This is an optimization exercise on Yosys and OpenROAD, whose aim is small area, not a production implementation. The RTL was checked by simulation tests, not by an equivalence proof against the original design. Power and IR drop assume default switching activity.

==> inputs of 03-01 <==
==> flow/design.v <==
module rob_wcell #(
	parameter int WIDTH = 1
) (
	input  logic [2:0]       sel,
	input  logic             we,
	input  logic [WIDTH-1:0] d0,
	input  logic [WIDTH-1:0] d1,
	input  logic [WIDTH-1:0] d2,
	input  logic [WIDTH-1:0] q_n,
	output logic [WIDTH-1:0] q_n_next
);
	assign q_n_next = ~(({WIDTH{sel[0]}} & d0) | ({WIDTH{sel[1]}} & d1) | ({WIDTH{sel[2]}} & d2))
	                & ({WIDTH{we}} | q_n);
endmodule
module rob_lane #(
	parameter int WIDTH = 1
) (
	input  logic [2:0]       sel,
	input  logic [WIDTH-1:0] d0,
	input  logic [WIDTH-1:0] d1,
	input  logic [WIDTH-1:0] d2,
	output logic [WIDTH-1:0] lane_n
);
	assign lane_n = ~(({WIDTH{sel[0]}} & d0) | ({WIDTH{sel[1]}} & d1) | ({WIDTH{sel[2]}} & d2));
endmodule
module rob_load #(
	parameter int WIDTH = 1
) (
	input  logic             we,
	input  logic             we_n,
	input  logic [WIDTH-1:0] lane_n,
	input  logic [WIDTH-1:0] q_n,
	output logic [WIDTH-1:0] q_n_next
);
	assign q_n_next = ({WIDTH{we_n}} | lane_n) & ({WIDTH{we}} | q_n);
endmodule
module rob_bank #(
	parameter int WIDTH = 1
) (
	input  logic             row,
	input  logic [WIDTH-1:0] q_n0,
	input  logic [WIDTH-1:0] q_n1,
	output logic [WIDTH-1:0] q
);
	assign q = row ? ~q_n1 : ~q_n0;
endmodule
module rob_pick #(
	parameter int WIDTH = 1
) (
	input  logic [3:0]       sel,
	input  logic [WIDTH-1:0] b0,
	input  logic [WIDTH-1:0] b1,
	input  logic [WIDTH-1:0] b2,
	input  logic [WIDTH-1:0] b3,
	output logic [WIDTH-1:0] q
);
	assign q = ({WIDTH{sel[0]}} & b0) | ({WIDTH{sel[1]}} & b1)
	         | ({WIDTH{sel[2]}} & b2) | ({WIDTH{sel[3]}} & b3);
endmodule
module commit_top (
	input  logic                                       clock,
	input  logic                                       reset,
	input  logic [3-1:0]                    dispatch_valid,
	input  logic [3*$clog2(32)-1:0] dispatch_dest,
	input  logic [3*32-1:0]              dispatch_npc,
	output logic [$clog2(3+1)-1:0]          dispatch_num,
	output logic [3*$clog2(8)-1:0]  dispatch_tag,
	input  logic [3-1:0]                    complete_valid,
	input  logic [3*$clog2(8)-1:0]  complete_tag,
	input  logic [3*32-1:0]              complete_value,
	input  logic [3-1:0]                    complete_halt,
	output logic [3-1:0]                    commit_wr_en,
	output logic [3*$clog2(32)-1:0] commit_wr_idx,
	output logic [3*32-1:0]              commit_wr_data,
	output logic [3*32-1:0]              commit_npc,
	output logic [3-1:0]                    commit_valid,
	output logic                                       error_status
);
	localparam int W  = 3;
	localparam int N  = 8;
	localparam int XL = 32;
	localparam int TW = $clog2(8);
	localparam int RW = $clog2(32);
	localparam int CW = $clog2(3+1);
	localparam int OW = TW + 1;
	logic [TW-1:0] head;
	logic [TW-1:0] tail;
	logic [OW-1:0] count;
	logic [TW-1:0] out_head;
	logic [N-1:0]  done_q;
	logic [N-1:0]  halt_nq;
	logic [RW-1:0] dest_nq  [N];
	logic [XL-1:0] npc_nq   [N];
	logic [XL-1:0] value_nq [N];
	logic [N-1:0] head_oh, tail_oh;
	always_comb begin
		tail = head + count[TW-1:0];
		for (int e = 0; e < N; e++) begin
			head_oh[e] = head == TW'(e);
			tail_oh[e] = tail == TW'(e);
		end
	end
	logic [CW-1:0] req_num;
	logic [OW-1:0] free_num;
	logic [W-1:0]  alloc_en;
	always_comb begin
		req_num  = CW'(dispatch_valid[0]) + CW'(dispatch_valid[1]) + CW'(dispatch_valid[2]);
		free_num = OW'(N) - count;
		if (OW'(req_num) < free_num)
			dispatch_num = req_num;
		else
			dispatch_num = CW'(free_num);
		for (int i = 0; i < W; i++) begin
			dispatch_tag[i*TW +: TW] = tail + TW'(i);
			alloc_en[i]              = i < int'(dispatch_num);
		end
	end
	logic [W-1:0]  ret;
	logic [W-1:0]  h_done, h_halt;
	logic [CW-1:0] retire_num;
	logic          halt_retire;
	always_comb begin
		for (int i = 0; i < W; i++) begin
			h_done[i] = 1'b0;
			h_halt[i] = 1'b0;
			for (int e = 0; e < N; e++) begin
				h_done[i] = h_done[i] | (head_oh[(e - i + N) % N] & done_q[e]);
				h_halt[i] = h_halt[i] | (head_oh[(e - i + N) % N] & ~halt_nq[e]);
			end
		end
		ret[0] = !error_status && (count != '0) && h_done[0];
		ret[1] = ret[0] && !h_halt[0] && (count > OW'(1)) && h_done[1];
		ret[2] = ret[1] && !h_halt[1] && (count > OW'(2)) && h_done[2];
		halt_retire = |(ret & h_halt);
		retire_num  = {ret[1], ret[0] & ~ret[1] | ret[2]};
	end
	logic [W-1:0] da [N];
	logic [W-1:0] cw [N];
	logic [N-1:0] wa, wc;
	always_comb begin
		for (int e = 0; e < N; e++) begin
			for (int i = 0; i < W; i++) begin
				da[e][i] = alloc_en[i] && tail_oh[(e - i + N) % N];
				cw[e][i] = complete_valid[i] && (complete_tag[i*TW +: TW] == TW'(e));
			end
			wa[e] = |da[e];
			wc[e] = |cw[e];
		end
	end
	always_ff @(posedge clock) begin
		if (reset) begin
			head         <= '0;
			count        <= '0;
			done_q       <= '0;
			commit_valid <= '0;
			error_status <= 1'b0;
		end else begin
			head         <= head + TW'(retire_num);
			count        <= count + OW'(dispatch_num) - OW'(retire_num);
			commit_valid <= ret;
			if (halt_retire)
				error_status <= 1'b1;
			done_q <= (done_q & ~wa) | wc;
		end
	end
	always_ff @(posedge clock)
		out_head <= head;
	logic [N-1:0]  halt_nd;
	logic [RW-1:0] dest_nd  [N];
	logic [XL-1:0] npc_nd   [N];
	logic [XL-1:0] value_nd [N];
	localparam int NB = N / 2;
	localparam int BW = TW - 1;
	logic [W-1:0]  lsel [NB];
	logic [RW-1:0] l_dest_n [NB];
	logic [XL-1:0] l_npc_n  [NB];
	always_comb
		for (int k = 0; k < NB; k++)
			for (int i = 0; i < W; i++)
				lsel[k][i] = tail[BW-1:0] + BW'(i) == BW'(k);
	for (genvar k = 0; k < NB; k++) begin : g_lane
		rob_lane #(.WIDTH(RW)) i_dest (
			.sel(lsel[k]),
			.d0(dispatch_dest[0*RW +: RW]), .d1(dispatch_dest[1*RW +: RW]), .d2(dispatch_dest[2*RW +: RW]),
			.lane_n(l_dest_n[k]));
		rob_lane #(.WIDTH(XL)) i_npc (
			.sel(lsel[k]),
			.d0(dispatch_npc[0*XL +: XL]), .d1(dispatch_npc[1*XL +: XL]), .d2(dispatch_npc[2*XL +: XL]),
			.lane_n(l_npc_n[k]));
	end
	for (genvar e = 0; e < N; e++) begin : g_entry
		rob_load #(.WIDTH(RW)) i_dest (
			.we(wa[e]), .we_n(~wa[e]), .lane_n(l_dest_n[e % NB]),
			.q_n(dest_nq[e]), .q_n_next(dest_nd[e]));
		rob_load #(.WIDTH(XL)) i_npc (
			.we(wa[e]), .we_n(~wa[e]), .lane_n(l_npc_n[e % NB]),
			.q_n(npc_nq[e]), .q_n_next(npc_nd[e]));
		rob_wcell #(.WIDTH(XL)) i_value (
			.sel(cw[e]), .we(wc[e]),
			.d0(complete_value[0*XL +: XL]), .d1(complete_value[1*XL +: XL]), .d2(complete_value[2*XL +: XL]),
			.q_n(value_nq[e]), .q_n_next(value_nd[e]));
		rob_wcell #(.WIDTH(1)) i_halt (
			.sel(cw[e]), .we(wc[e]),
			.d0(complete_halt[0]), .d1(complete_halt[1]), .d2(complete_halt[2]),
			.q_n(halt_nq[e]), .q_n_next(halt_nd[e]));
	end
	always_ff @(posedge clock) begin
		for (int e = 0; e < N; e++) begin
			dest_nq[e]  <= dest_nd[e];
			npc_nq[e]   <= npc_nd[e];
			value_nq[e] <= value_nd[e];
			halt_nq[e]  <= halt_nd[e];
		end
	end
	logic [NB-1:0] brow;
	logic [NB-1:0] bsel [W];
	logic [RW-1:0] b_dest  [NB];
	logic [XL-1:0] b_value [NB];
	logic [XL-1:0] b_npc   [NB];
	logic [RW-1:0] o_dest  [W];
	always_comb begin
		for (int k = 0; k < NB; k++)
			brow[k] = out_head[BW] ^ (BW'(k) < out_head[BW-1:0]);
		for (int i = 0; i < W; i++)
			for (int k = 0; k < NB; k++)
				bsel[i][k] = out_head[BW-1:0] + BW'(i) == BW'(k);
	end
	for (genvar k = 0; k < NB; k++) begin : g_bank
		rob_bank #(.WIDTH(RW)) i_dest (
			.row(brow[k]), .q_n0(dest_nq[k]), .q_n1(dest_nq[k + NB]), .q(b_dest[k]));
		rob_bank #(.WIDTH(XL)) i_value (
			.row(brow[k]), .q_n0(value_nq[k]), .q_n1(value_nq[k + NB]), .q(b_value[k]));
		rob_bank #(.WIDTH(XL)) i_npc (
			.row(brow[k]), .q_n0(npc_nq[k]), .q_n1(npc_nq[k + NB]), .q(b_npc[k]));
	end
	for (genvar i = 0; i < W; i++) begin : g_slot
		rob_pick #(.WIDTH(RW)) i_dest (
			.sel(bsel[i]), .b0(b_dest[0]), .b1(b_dest[1]), .b2(b_dest[2]), .b3(b_dest[3]),
			.q(o_dest[i]));
		rob_pick #(.WIDTH(XL)) i_value (
			.sel(bsel[i]), .b0(b_value[0]), .b1(b_value[1]), .b2(b_value[2]), .b3(b_value[3]),
			.q(commit_wr_data[i*XL +: XL]));
		rob_pick #(.WIDTH(XL)) i_npc (
			.sel(bsel[i]), .b0(b_npc[0]), .b1(b_npc[1]), .b2(b_npc[2]), .b3(b_npc[3]),
			.q(commit_npc[i*XL +: XL]));
		assign commit_wr_idx[i*RW +: RW] = o_dest[i];
	end
	always_comb begin
		for (int i = 0; i < W; i++) begin
			commit_wr_en[i] = commit_valid[i] && (o_dest[i] != RW'(0));
			for (int j = i + 1; j < W; j++)
				if (commit_valid[j] && (o_dest[j] == o_dest[i]))
					commit_wr_en[i] = 1'b0;
		end
	end
endmodule
==> flow/flow/run.sh <==
#!/bin/bash
# Own layout flow: the standard layout (standard.sh) with these changes.
#  1. Synthesis is synth_recipe.tcl unchanged except that the final ABC mapping
#     to library cells runs flow/area.abc, an area-oriented script, in place of
#     the script ORFS picks. Every other step, the flip-flop mapping, the
#     flattening and the renaming are the standard ones, so the registers keep
#     their names and cell types.
#  2. The port buffers that global placement inserts are buf_1 cells.
#  3. The largest buffers are added to the platform's don't-use list, so the
#     repair of high-fanout nets builds its trees from smaller buffers.
# Each tool's full output stays in orfs/logs/; make's own output goes to
# orfs_make.log in the work folder.
set -euo pipefail
W=$PWD
{
	echo "set ::own_abc_script {$W/flow/area.abc}"
	echo "source {$W/flow/own_abc.tcl}"
	cat "$W/synth_recipe.tcl"
} > "$W/own_synth.tcl"
# the platform's config.mk appends its own list to this one
export DONT_USE_CELLS="sky130_fd_sc_hd__buf_8 sky130_fd_sc_hd__buf_12 sky130_fd_sc_hd__buf_16"
bash "$W/standard.sh" \
	"SYNTH_SCRIPT=$W/own_synth.tcl" \
	"BUFFER_PORTS_ARGS=-buffer_cell sky130_fd_sc_hd__buf_1" \
	${OWN_TARGETS:-finish} > "$W/orfs_make.log" 2>&1
==> flow/flow/area.abc <==
strash
&get -n
&nf -a
&put
==> flow/flow/own_abc.tcl <==
# Route the technology-mapping abc call of ORFS's synth.tcl through our own
# ABC script; all its other arguments (liberty, dont_use, constraints) stay.
proc abc {args} {
	set i [lsearch -exact $args -script]
	if {$i >= 0} {
		lset args [expr {$i + 1}] $::own_abc_script
	}
	yosys abc {*}$args
}
==> flow/standard.sh <==
#!/bin/bash
# synth_recipe.tcl (not shown) runs the flow's synth.tcl, then flattens the netlist and writes it again
# the make line also repeats each setting of config.mk as NAME=value (left out here)
make -C /OpenROAD-flow-scripts/flow DESIGN_CONFIG=/design/flow/config.mk WORK_HOME=/design/flow/orfs CLKGATE_MAP_FILE= SYNTH_SCRIPT=/design/flow/synth_recipe.tcl "${@:-finish}"
==> flow/config.mk <==
export PLATFORM = sky130hd
export DESIGN_NAME = commit_top
export DESIGN_NICKNAME = commit_top
export VERILOG_FILES = /design/flow/design.v
export SDC_FILE = /design/flow/constraint.sdc
export NUM_CORES = 4
export LEC_CHECK = 0
export CAP_MARGIN = 20
export CORE_MARGIN = 2
export CORE_UTILIZATION = 50
export CTS_BUF_LIST = sky130_fd_sc_hd__clkbuf_8
export CTS_CLUSTER_DIAMETER = 60
export CTS_CLUSTER_SIZE = 11
export SLEW_MARGIN = 20
export SYNTH_HIERARCHICAL = 1
==> flow/constraint.sdc <==
create_clock -name core_clock -period 8.0 [get_ports {clock}]
set_input_delay 1.6000 -clock core_clock [delete_from_list [all_inputs] [get_ports {clock}]]
set_output_delay 1.6000 -clock core_clock [all_outputs]
set_load 0.01 [all_outputs]
==> inputs of 02-10, as changes to 03-01 <==
--- a/flow/design.v
+++ b/flow/design.v
@@ -96,4 +96,5 @@
 	always_comb begin
 		tail = head + count[TW-1:0];
+		out_head = head - TW'({commit_valid[1], commit_valid[0] & ~commit_valid[1] | commit_valid[2]});
 		for (int e = 0; e < N; e++) begin
 			head_oh[e] = head == TW'(e);
@@ -164,6 +165,4 @@
 		end
 	end
-	always_ff @(posedge clock)
-		out_head <= head;
 	logic [N-1:0]  halt_nd;
 	logic [RW-1:0] dest_nd  [N];
- CORE_UTILIZATION: 50 -> 38
==> inputs of 06-04, as changes to 03-01 <==
--- a/flow/design.v
+++ b/flow/design.v
@@ -96,4 +96,5 @@
 	always_comb begin
 		tail = head + count[TW-1:0];
+		out_head = head - TW'({commit_valid[1], commit_valid[0] & ~commit_valid[1] | commit_valid[2]});
 		for (int e = 0; e < N; e++) begin
 			head_oh[e] = head == TW'(e);
@@ -164,6 +165,4 @@
 		end
 	end
-	always_ff @(posedge clock)
-		out_head <= head;
 	logic [N-1:0]  halt_nd;
 	logic [RW-1:0] dest_nd  [N];
- CAP_MARGIN: 20 -> 10
- CORE_UTILIZATION: 50 -> 45
- CTS_CLUSTER_DIAMETER: 60 -> 70
- CTS_CLUSTER_SIZE: 11 -> 14
- SLEW_MARGIN: 20 -> 10
==> key figures <==
Outcome
  • Run status: timing/DRC/antenna clean

Setup path
  • Largest stage delay, worst path: 0.80 ns
  • Critical Path AT: 5.55 ns

Power and ir drop
  • Clock Power Share: 12.8%

Routing
  • Number of vias in the routed layout: 30.3k

STA
  • Worst Tran Pin Value: 1.15 ns

Floorplanning
  • Core box area: 74,300 sq um

Finish
  • Area grow syn2layout: 16.6%
That was 02-10.
==> key figures <==
Setup path
  • Largest stage delay, worst path: 0.87 ns

Power and ir drop
  • PD cells: 445 nW/um^2
  • Clock Power Share: 11.6%

STA
  • Worst Tran Pin Value: 1.23 ns

Routing
  • Number of vias in the routed layout: 30.9k

Floorplanning
  • Die area: 65,300 sq um
  • Core box area: 62,900 sq um

Placed design
  • Cell Count Post-Placement: 4,062

Yosys
  • XOR/XNOR Fraction of Synth Area: 0.831%

GRT
  • All-Layer GR Usage: 35.3%

Outcome
  • Run status: timing/DRC/antenna clean

Hold path
  • Hold path endpoint: value_nq[7][16]

Finish
  • Area grow syn2layout: 15.4%
That was 06-04.
==> key figures <==
Outcome
  • Run status: timing/DRC/antenna clean

STA
  • Tcrit/Tclk final: 74.7%
  • Worst Tran Pin Value: 1.11 ns

Finish
  • Nets: 3,525
  • Commonest cells after routing, fill and taps aside: a222oi_1, dfxtp_1, buf_1, nand2_1, o22a_1
  • Area grow syn2layout: 15.1%

Routing
  • Number of vias in the routed layout: 31.1k

Floorplanning
  • Core box area: 56,400 sq um

Setup path
  • Critical Path AT: 4.38 ns
  • Largest stage delay, worst path: 0.81 ns

Clocking
  • Clk buf depth: 3

Yosys
  • Post-synth top flop: dfxtp_1

Power and ir drop
  • Clock Power Share: 13.5%
That was 03-01.

afterwards: timing with drivers on the ports:
Ports are ideal in the flow. The routed layouts listed here were re-timed in OpenROAD.
Step 1 (the two cells are an assumption about what drives the block):
set clk [get_ports {clock}]
set_driving_cell -lib_cell sky130_fd_sc_hd__clkbuf_16 $clk
set_driving_cell -lib_cell sky130_fd_sc_hd__buf_2 [delete_from_list [all_inputs] $clk]
Step 2 adds t to the input delays and takes it off the output delays; t is the mean of the earliest and latest rising clock arrival at the registers after step 1. Input paths then give back, and output paths get back, about the clock's delay inside the block.
Slacks: ideal / step 1 / step 2; pairs: ideal / step 1.
| run | shift t [ns] | setup slack, ns | cell pins on the clock port's net |
|---|---|---|---|
| 03-01 | 0.758 | 2.024 / 1.963 / 2.076 | 1 |
| 02-10 | 0.762 | 0.850 / 0.790 / 1.552 | 1 |
| 06-04 | 0.733 | 1.068 / 1.008 / 1.741 | 1 |
After both steps setup and hold are still met in every run listed.
